From an optimization exercise on the open Yosys and OpenROAD flow, aimed at small area, a short achievable clock period and few clock cycles; shortcuts taken in it are not production practice. The RTL was checked by simulation tests, not by an equivalence proof against the original design.

`flow/run.sh`:
```
#!/bin/bash
# synth_recipe.tcl (not shown) runs the flow's synth.tcl, then flattens the netlist and writes it again
# the make line also repeats each setting of config.mk as NAME=value (left out here)
make -C /OpenROAD-flow-scripts/flow DESIGN_CONFIG=/design/flow/config.mk WORK_HOME=/design/flow/orfs CLKGATE_MAP_FILE= SYNTH_SCRIPT=/design/flow/synth_recipe.tcl finish
```
`flow/config.mk`:
```
export PLATFORM = sky130hd
export DESIGN_NAME = arith_unit
export DESIGN_NICKNAME = arith_unit
export VERILOG_FILES = /design/flow/design.v
export SDC_FILE = /design/flow/constraint.sdc
export NUM_CORES = 4
export LEC_CHECK = 0
export CAP_MARGIN = 20
export CORE_MARGIN = 2
export CORE_UTILIZATION = 40
export SLEW_MARGIN = 20
```
`flow/constraint.sdc`:
```
create_clock -name core_clock -period 11.0 [get_ports {clk}]
set_input_delay 2.2000 -clock core_clock [delete_from_list [all_inputs] [get_ports {clk}]]
set_output_delay 2.2000 -clock core_clock [all_outputs]
set_load 0.01 [all_outputs]
```
`flow/design.v`:
```
package int_arith_pkg;
  parameter int WIDTH       = 32;  
  parameter int MUL_LATENCY = 3;   
  typedef logic [WIDTH-1:0]   word_t;
  typedef logic [2*WIDTH-1:0] dword_t;  
  typedef enum logic [2:0] {
    OP_ADD      = 3'd0,
    OP_MUL_LO   = 3'd1,  
    OP_MUL_HI_U = 3'd2,
    OP_MUL_HI_S = 3'd3,
    OP_DIV_U    = 3'd4,
    OP_DIV_S    = 3'd5,
    OP_REM_U    = 3'd6,
    OP_REM_S    = 3'd7
  } op_e;
  typedef struct packed {
    word_t sum;
    logic  carry;     
    logic  overflow;  
  } add_res_t;
  typedef struct packed {
    word_t quotient;
    word_t remainder;
    logic  div_zero;
  } divmod_res_t;
endpackage
module overflow_adder (
  input  logic                    clk,
  input  logic                    ar,
  input  logic                    req,
  input  int_arith_pkg::word_t    a,
  input  int_arith_pkg::word_t    b,
  output logic                    done,
  output int_arith_pkg::add_res_t result
);
  int_arith_pkg::word_t          a_q;    
  int_arith_pkg::word_t          b_q;
  logic                          req_q;  
  logic [int_arith_pkg::WIDTH:0] wide;   
  int_arith_pkg::add_res_t       res;
  always_ff @(posedge clk or posedge ar) begin
    if (ar) begin
      req_q <= 1'b0;
    end else begin
      req_q <= req;
    end
  end
  always_ff @(posedge clk) begin
    if (req) begin
      a_q <= a;
      b_q <= b;
    end
  end
  assign wide = {1'b0, a_q} + {1'b0, b_q};
  always_comb begin
    res.sum      = wide[int_arith_pkg::WIDTH-1:0];
    res.carry    = wide[int_arith_pkg::WIDTH];  
    res.overflow = (a_q[int_arith_pkg::WIDTH-1] == b_q[int_arith_pkg::WIDTH-1]) &&
                   (wide[int_arith_pkg::WIDTH-1] != a_q[int_arith_pkg::WIDTH-1]);
  end
  assign done   = req_q;
  assign result = res;
endmodule
module pipe_multiplier #(
  parameter int latency = int_arith_pkg::MUL_LATENCY
) (
  input  logic                  clk,
  input  logic                  ar,
  input  logic                  is_signed,  
  input  logic                  req,
  input  int_arith_pkg::word_t  a,
  input  int_arith_pkg::word_t  b,
  output logic                  done,
  output int_arith_pkg::dword_t result
);
  localparam int W = int_arith_pkg::WIDTH;
  int_arith_pkg::dword_t ext_a_q;  
  int_arith_pkg::dword_t ext_b_q;
  int_arith_pkg::dword_t prod;     
  logic [latency-1:0]    vld_q;    
  always_ff @(posedge clk or posedge ar) begin
    if (ar) begin
      vld_q <= '0;
    end else begin
      vld_q <= {vld_q[latency-2:0], req};  
    end
  end
  always_ff @(posedge clk) begin
    ext_a_q <= is_signed ? {{W{a[W-1]}}, a} : {{W{1'b0}}, a};
    ext_b_q <= is_signed ? {{W{b[W-1]}}, b} : {{W{1'b0}}, b};
  end
  assign prod = ext_a_q * ext_b_q;
  int_arith_pkg::dword_t pipe_q [latency-1];
  always_ff @(posedge clk) begin
    pipe_q[0] <= prod;
    for (int i = 1; i < latency - 1; i++) begin
      pipe_q[i] <= pipe_q[i-1];  
    end
  end
  assign result = pipe_q[latency-2];
  assign done = vld_q[latency-1];
endmodule
module divmod_core #(
  parameter int width = int_arith_pkg::WIDTH
) (
  input  logic                 clk,
  input  logic                 ar,
  input  logic                 req,        
  input  int_arith_pkg::word_t n,          
  input  int_arith_pkg::word_t d,          
  output logic                 done,       
  output int_arith_pkg::word_t quotient,
  output int_arith_pkg::word_t remainder,
  output logic                 div_zero
);
  typedef enum logic [1:0] {
    PH_IDLE,
    PH_PRESHIFT,
    PH_STEP
  } phase_e;
  phase_e           phase_q;
  logic [width-1:0] dd_q;        
  logic [width-1:0] nn_q;        
  logic [width-1:0] pp_q;        
  logic [width-1:0] rr_q;        
  logic             shortcut;    
  logic             aligned;     
  assign shortcut = (d <= width'(1));
  assign aligned  = dd_q[width-1] || (dd_q >= nn_q);
  always_ff @(posedge clk or posedge ar) begin
    if (ar) begin
      phase_q  <= PH_IDLE;
      done     <= 1'b0;
      div_zero <= 1'b0;
    end else begin
      done <= 1'b0;  
      unique case (phase_q)
        PH_IDLE: begin
          if (req) begin
            div_zero <= (d == '0);
            if (shortcut) begin
              done <= 1'b1;            
            end else begin
              phase_q <= PH_PRESHIFT;
            end
          end
        end
        PH_PRESHIFT: begin
          if (aligned) phase_q <= PH_STEP;
        end
        PH_STEP: begin
          if (pp_q == width'(1)) begin  
            phase_q <= PH_IDLE;
            done    <= 1'b1;
          end
        end
        default: phase_q <= PH_IDLE;
      endcase
    end
  end
  always_ff @(posedge clk) begin
    unique case (phase_q)
      PH_IDLE: begin
        if (req) begin
          dd_q <= d;
          pp_q <= width'(1);
          rr_q <= (d == '0) ? '1 : ((d == width'(1)) ? n : '0);
          nn_q <= (d == width'(1)) ? '0 : n;
        end
      end
      PH_PRESHIFT: begin
        if (!aligned) begin
          dd_q <= dd_q << 1;
          pp_q <= pp_q << 1;
        end
      end
      PH_STEP: begin
        if (nn_q >= dd_q) begin
          rr_q <= rr_q | pp_q;
          nn_q <= nn_q - dd_q;
        end
        dd_q <= dd_q >> 1;
        pp_q <= pp_q >> 1;
      end
      default: ;
    endcase
  end
  assign quotient  = rr_q;
  assign remainder = nn_q;
endmodule
module signed_divmod #(
  parameter int width = int_arith_pkg::WIDTH
) (
  input  logic                       clk,
  input  logic                       ar,
  input  logic                       is_signed,  
  input  logic                       req,
  input  int_arith_pkg::word_t       a,
  input  int_arith_pkg::word_t       b,
  output logic                       done,
  output int_arith_pkg::divmod_res_t result
);
  logic [width-1:0]          n_mag;     
  logic [width-1:0]          d_mag;
  logic [width-1:0]          n_orig_q;  
  logic                      neg_q_q;   
  logic                      neg_r_q;   
  int_arith_pkg::word_t      core_q;
  int_arith_pkg::word_t      core_r;
  logic                      core_zero;
  int_arith_pkg::divmod_res_t res;
  assign n_mag = (is_signed && a[width-1]) ? -a : a;
  assign d_mag = (is_signed && b[width-1]) ? -b : b;
  always_ff @(posedge clk or posedge ar) begin
    if (ar) begin
      neg_q_q <= 1'b0;
      neg_r_q <= 1'b0;
    end else if (req) begin
      neg_q_q <= is_signed && (a[width-1] ^ b[width-1]);
      neg_r_q <= is_signed && a[width-1];
    end
  end
  always_ff @(posedge clk) begin
    if (req) n_orig_q <= a;  
  end
  divmod_core #(
    .width(width)
  ) i_divmod_core (
    .clk      (clk),
    .ar       (ar),
    .req      (req),
    .n        (n_mag),
    .d        (d_mag),
    .done     (done),
    .quotient (core_q),
    .remainder(core_r),
    .div_zero (core_zero)
  );
  always_comb begin
    res.div_zero = core_zero;
    if (core_zero) begin
      res.quotient  = '1;
      res.remainder = n_orig_q;
    end else begin
      res.quotient  = neg_q_q ? -core_q : core_q;
      res.remainder = neg_r_q ? -core_r : core_r;  
    end
  end
  assign result = res;
endmodule
module arith_sequencer (
  input  logic                       clk,
  input  logic                       ar,
  input  logic                       req,
  input  int_arith_pkg::op_e         op,
  input  int_arith_pkg::word_t       a,
  input  int_arith_pkg::word_t       b,
  output logic                       ack,
  output logic                       busy,
  output int_arith_pkg::word_t       result,
  output logic                       carry,
  output logic                       overflow,
  output logic                       div_zero,
  output logic                       add_req,
  input  logic                       add_done,
  input  int_arith_pkg::add_res_t    add_result,
  output logic                       mul_req,
  input  logic                       mul_done,
  input  int_arith_pkg::dword_t      mul_result,
  output logic                       div_req,
  input  logic                       div_done,
  input  int_arith_pkg::divmod_res_t div_result,
  output logic                       mul_signed,
  output logic                       div_signed
);
  localparam int W = int_arith_pkg::WIDTH;
  int_arith_pkg::op_e   op_q;       
  logic                 accept;
  logic                 unit_done;  
  logic                 is_div_q;   
  int_arith_pkg::word_t sel_word;
  assign accept = req && !busy;  
  assign add_req = accept && (op == int_arith_pkg::OP_ADD);
  assign mul_req = accept && ((op == int_arith_pkg::OP_MUL_LO) ||
                              (op == int_arith_pkg::OP_MUL_HI_U) ||
                              (op == int_arith_pkg::OP_MUL_HI_S));
  assign div_req = accept && op[2];  
  assign mul_signed = (op == int_arith_pkg::OP_MUL_HI_S);
  assign div_signed = (op == int_arith_pkg::OP_DIV_S) || (op == int_arith_pkg::OP_REM_S);
  assign unit_done = add_done || mul_done || div_done;
  assign is_div_q  = op_q[2];
  always_comb begin
    unique case (op_q)
      int_arith_pkg::OP_ADD:    sel_word = add_result.sum;
      int_arith_pkg::OP_MUL_LO: sel_word = mul_result[W-1:0];
      int_arith_pkg::OP_MUL_HI_U,
      int_arith_pkg::OP_MUL_HI_S: sel_word = mul_result[2*W-1:W];
      int_arith_pkg::OP_DIV_U,
      int_arith_pkg::OP_DIV_S:  sel_word = div_result.quotient;
      default:                  sel_word = div_result.remainder;  
    endcase
  end
  always_ff @(posedge clk or posedge ar) begin
    if (ar) begin
      op_q     <= int_arith_pkg::OP_ADD;
      busy     <= 1'b0;
      ack      <= 1'b0;
      result   <= '0;
      carry    <= 1'b0;
      overflow <= 1'b0;
      div_zero <= 1'b0;
    end else begin
      ack <= unit_done;  
      if (accept) begin
        busy <= 1'b1;
        op_q <= op;
      end else if (ack) begin
        busy <= 1'b0;    
      end
      if (unit_done) begin
        result   <= sel_word;
        carry    <= (op_q == int_arith_pkg::OP_ADD) && add_result.carry;
        overflow <= (op_q == int_arith_pkg::OP_ADD) && add_result.overflow;
        div_zero <= is_div_q && div_result.div_zero;
      end
    end
  end
endmodule
module arith_unit #(
  parameter int width       = int_arith_pkg::WIDTH,
  parameter int mul_latency = int_arith_pkg::MUL_LATENCY
) (
  input  logic                 clk,
  input  logic                 ar,
  input  logic                 req,
  input  logic [2:0]           op,
  input  logic [31:0]          a,
  input  logic [31:0]          b,
  output logic                 ack,
  output logic                 busy,
  output logic [31:0]          result,
  output logic                 carry,
  output logic                 overflow,
  output logic                 div_zero
);
  logic mul_signed;  
  logic div_signed;  
  logic                       add_req, add_done;
  int_arith_pkg::add_res_t    add_result;
  logic                       mul_req, mul_done;
  int_arith_pkg::dword_t      mul_result;
  logic                       div_req, div_done;
  int_arith_pkg::divmod_res_t div_result;
  arith_sequencer i_arith_sequencer (
    .clk       (clk),
    .ar        (ar),
    .req       (req),
    .op        (int_arith_pkg::op_e'(op)),
    .a         (a),
    .b         (b),
    .ack       (ack),
    .busy      (busy),
    .result    (result),
    .carry     (carry),
    .overflow  (overflow),
    .div_zero  (div_zero),
    .add_req   (add_req),
    .add_done  (add_done),
    .add_result(add_result),
    .mul_req   (mul_req),
    .mul_done  (mul_done),
    .mul_result(mul_result),
    .div_req   (div_req),
    .div_done  (div_done),
    .div_result(div_result),
    .mul_signed(mul_signed),
    .div_signed(div_signed)
  );
  overflow_adder i_overflow_adder (
    .clk   (clk),
    .ar    (ar),
    .req   (add_req),
    .a     (a),
    .b     (b),
    .done  (add_done),
    .result(add_result)
  );
  pipe_multiplier #(
    .latency(mul_latency)
  ) i_pipe_multiplier (
    .clk      (clk),
    .ar       (ar),
    .is_signed(mul_signed),
    .req      (mul_req),
    .a        (a),
    .b        (b),
    .done     (mul_done),
    .result   (mul_result)
  );
  signed_divmod #(
    .width(width)
  ) i_signed_divmod (
    .clk      (clk),
    .ar       (ar),
    .is_signed(div_signed),
    .req      (div_req),
    .a        (a),
    .b        (b),
    .done     (div_done),
    .result   (div_result)
  );
endmodule
```
==> run notes <==
==> worst max path at each step <==
stage / start / endpoint / cells past startpoint
finish: i_pipe_multiplier.ext_b_q[6] / i_pipe_multiplier.pipe_q[0][59] / 25
global route: i_pipe_multiplier.ext_b_q[6] / i_pipe_multiplier.pipe_q[0][59] / 26
CTS: i_pipe_multiplier.ext_a_q[3] / i_pipe_multiplier.pipe_q[0][53] / 24
detailed placement: i_pipe_multiplier.ext_a_q[3] / i_pipe_multiplier.pipe_q[0][53] / 24
global placement: i_pipe_multiplier.ext_a_q[3] / i_pipe_multiplier.pipe_q[0][53] / 24
floorplan: op[0] / i_overflow_adder.req_q / 2
==> layout by cell type (no fill, tap or decap), types with 64 or more instances in the layout <==
cell type,n
nand2_1,695
xor2_1,93
nor2_1,182
ha_1,283
inv_1,1140
fa_1,1127
xnor2_1,134
and2_1,557
edfxtp_1,224
dfxtp_1,179
a21oi_1,179
clkdlybuf4s50_1,106
nor3_1,64
o21ai_0,185
buf_4,111
==> stage by stage <==
stage / setup slack (ns) / util (%) / cell area (um2) / instances
2_1_floorplan: 1.64 / - / 60300 / 6222
3_3_place_gp: 2.38 / 42.5 / 63600 / 8131
3_5_place_dp: 2.22 / 42.5 / 63600 / 8131
4_1_cts: 2.21 / 43.6 / 65300 / 8228
5_1_grt: 1.61 / 43.6 / 65400 / 8228
6_report: 2.19 / 43.6 / 65400 / 8229
==> kinds of logic after synthesis <==
group | share of synthesized area (%)
simple gates | 15.1
mux | 0.278
compound gates | 9.26
flops | 19.7
buf+inv | 9.14
xor+xnor | 3.30
fa+ha+maj | 43.3
==> area by class of cell <==
cell class	instances	area [um2]
clock inverter	28	272
sequential	468	11900
inverter	1142	4290
fill	14400	84400
timing repair buffer	217	1890
multi-input combinational	4288	43000
clock buffer	69	1480
tap	2016	2520
antenna	1	2.50
==> per-layer routing <==
metal	global-route usage, %	up-vias	part of all wire (%)
li1	-	19500	-
met1	35.2	23200	41
met2	42.2	1901	46
met3	4.40	344	8.2
met4	9.40	4	4.2
met5	0	-	0.011
==> flow_summary_export.csv <==
group,metric,value,unit
clock_tree,tritoncts_clock_tree,"yes",
logic_synthesis,flip_flop_cell_with_the_highest_count_after_synthesis,"edfxtp_1",
floorplan,fp.dieArea,154000,um2
clock_tree,clock_insertion_delay_worst_skew,0.63,ns
global_route,via_count_of_the_first_global_routing_pass,48000,
setup_path,reg2reg_depth,25,
routing,drtIter0Drc,4155,
timing,rsz0062_at_grt,"no",
routing,detail_route.wirelength,199000,um
job,cap_viol_max_count,0,
placement,port-buffer-count,106,
logic_synthesis,edff_count_synth,224,
setup_path,crit_required,11.53,ns
timing,achievable-frequency,113,MHz
logic_synthesis,post_synth_top_area_cell,"fa_1",
floorplan,starting_density_of_the_core,40.3,%
timing,report.final.hold_viol_count,0,
min_path,whs_endpoint,"i_pipe_multiplier.pipe_q[1][19]",
timing,fin_worst_hold_slack,0.308,ns
routing,remaining_drc_errors,0,
clock_tree,root_buffer,"clkbuf_16",
logic_synthesis,synthDominantCellAreaShare,37.4,%
min_path,timing.hold.worst.start,"i_pipe_multiplier.pipe_q[0][19]",
logic_synthesis,synth_area_leaders,"fa_1 37%, edfxtp_1 11%, inv_1 7.1%",
cells_and_area,final_nets,7650,
cells_and_area,largest_register,"i_pipe_multiplier.pipe_q",
cells_and_area,largestRegisters,"i_pipe_multiplier.pipe_q (128), i_pipe_multiplier.ext_a_q (33), i_pipe_multiplier.ext_b_q (33)",
timing,fin_tns_setup,0,ns
setup_path,launch_instance_of_the_worst_register_to_register_path,"i_pipe_multiplier.ext_b_q[6]",
routing,total_vias_in_the_final_route,45000,
global_route,grt_overflow,0,
cells_and_area,share_of_cells_above_drive_strength_1,4.06,%
min_path,worst_hold_path_type,"register to register",
floorplan,die_y,392,um
setup_path,crit_top_cell,"fa_1",
timing,min_period_over_period,80.1,%
clock_tree,clk_transition_reported_paths,0.07,ns
clock_tree,post_cts_buffers,0,
floorplan,core_region_area,150000,um2
routing,vias_per_cell,5.47,
timing,worstMarginPinSlew,1.15,ns
logic_synthesis,most_frequent_cells_after_synthesis,"1,142 x inv_1, 1,127 x fa_1, 695 x nand2_1, 558 x and2_1, 315 x clkbuf_1",
min_path,hold-path-cell-count,0,
logic_synthesis,flop_and_latch_count_out_of_synthesis,468,
logic_synthesis,ys_async_sr_fraction,10.7,%
logic_synthesis,synth.net_count,7703,
clock_tree,cts-buffers-inserted,52,
placement,dp.final_hpwl,156000,um
timing,setup_viol,0,
setup_path,timing.critical_path.buf_inv,8,
clock_tree,cts_sinks,468,
floorplan,ios,107,
clock_tree,postCtsHoldBufs,0,
logic_synthesis,synth_sequential_area_ratio,19.7,%
placement,place_congestion,0.959,
setup_path,worstSetupEndpointType,"register",
timing,period_minus_slack,8.81,ns
clock_tree,postCtsResizedCells,0,
global_route,grt_first_pass_wirelength,302000,um
setup_path,timing.critical_path.slowest_cell_delay,0.79,ns
timing,finClkSkew,0.0458,ns
logic_synthesis,area_of_the_mapped_netlist,60300,um2
cells_and_area,area_growth_syn_to_fin,8.35,%
setup_path,worst-setup-path-type,"register to register",
setup_path,cp_data_arrival_time,9.34,ns
logic_synthesis,postSynthAreaPerCell,9.69,um2
logic_synthesis,post_synth_inst_count,6222,
routing,wire_per_inst,24.1,um
run_status,outcome,"timing/DRC/antenna clean",
cells_and_area,largest_register_ffs,128,
logic_synthesis,ys_warn_count,6,
timing,max_slew_margin,23.1,%
clock_tree,ctsLongestPathBuffers,3,
routing,drt_first_pass_iters,6,
logic_synthesis,synth_most_common_cell,"inv_1",
floorplan,floorplan.die.width,392,um
setup_path,crit_path_top_delay_cell,"dfxtp_1",
floorplan,rows,142,
logic_synthesis,yosysUniqueCellTypes,80,
global_route,gr-usage-all-layers,26.1,%
setup_path,timing.rr.end,"i_pipe_multiplier.pipe_q[0][59]",
timing,count_of_final_max_slew_check_failures,0,
setup_path,crit_path_max_fanout,19,
routing,route.antenna.remaining_nets,0,
clock_tree,cts.htree.levels,2,
setup_path,start_kind,"register",
global_route,grt_start_max_net_pins,70,
setup_path,rrSetupSlack,2.19,ns
setup_path,critical-path-top-delay-family,"adder cells",
global_route,initial_antenna_violation_count,21,
Testbench counts, summed over its fixed seeds: cycles 30,086.

[separate check: timing with driven ports]
The flow's constraints put no driver on any port. The routed layout listed below was extracted and timed again, unchanged, in two steps.
Step 1: set_driving_cell puts a clkbuf_16 on clk and a buf_2 on each other input, an assumption about the parent block.
Step 2, shift: input delay + t, output delay - t, t = (earliest + latest rising clock arrival at the registers) / 2. This alone moves slack from input paths to output paths.
Slacks: no drivers / after step 1 / after step 2; pairs: no drivers / after step 1.
shift t [ns]: 0.674
setup WS [ns]: 2.188 / 2.188 / 2.188
worst setup path at the end: register to register
slew at the worst register clock pin (ns): 0.08 / 0.08
cell pins on the clock port's net: 1
After both steps this run still meets setup and hold. For this run, drivers alone change the setup slack by 0.000 ns; drivers and shift together by 0.000 ns.
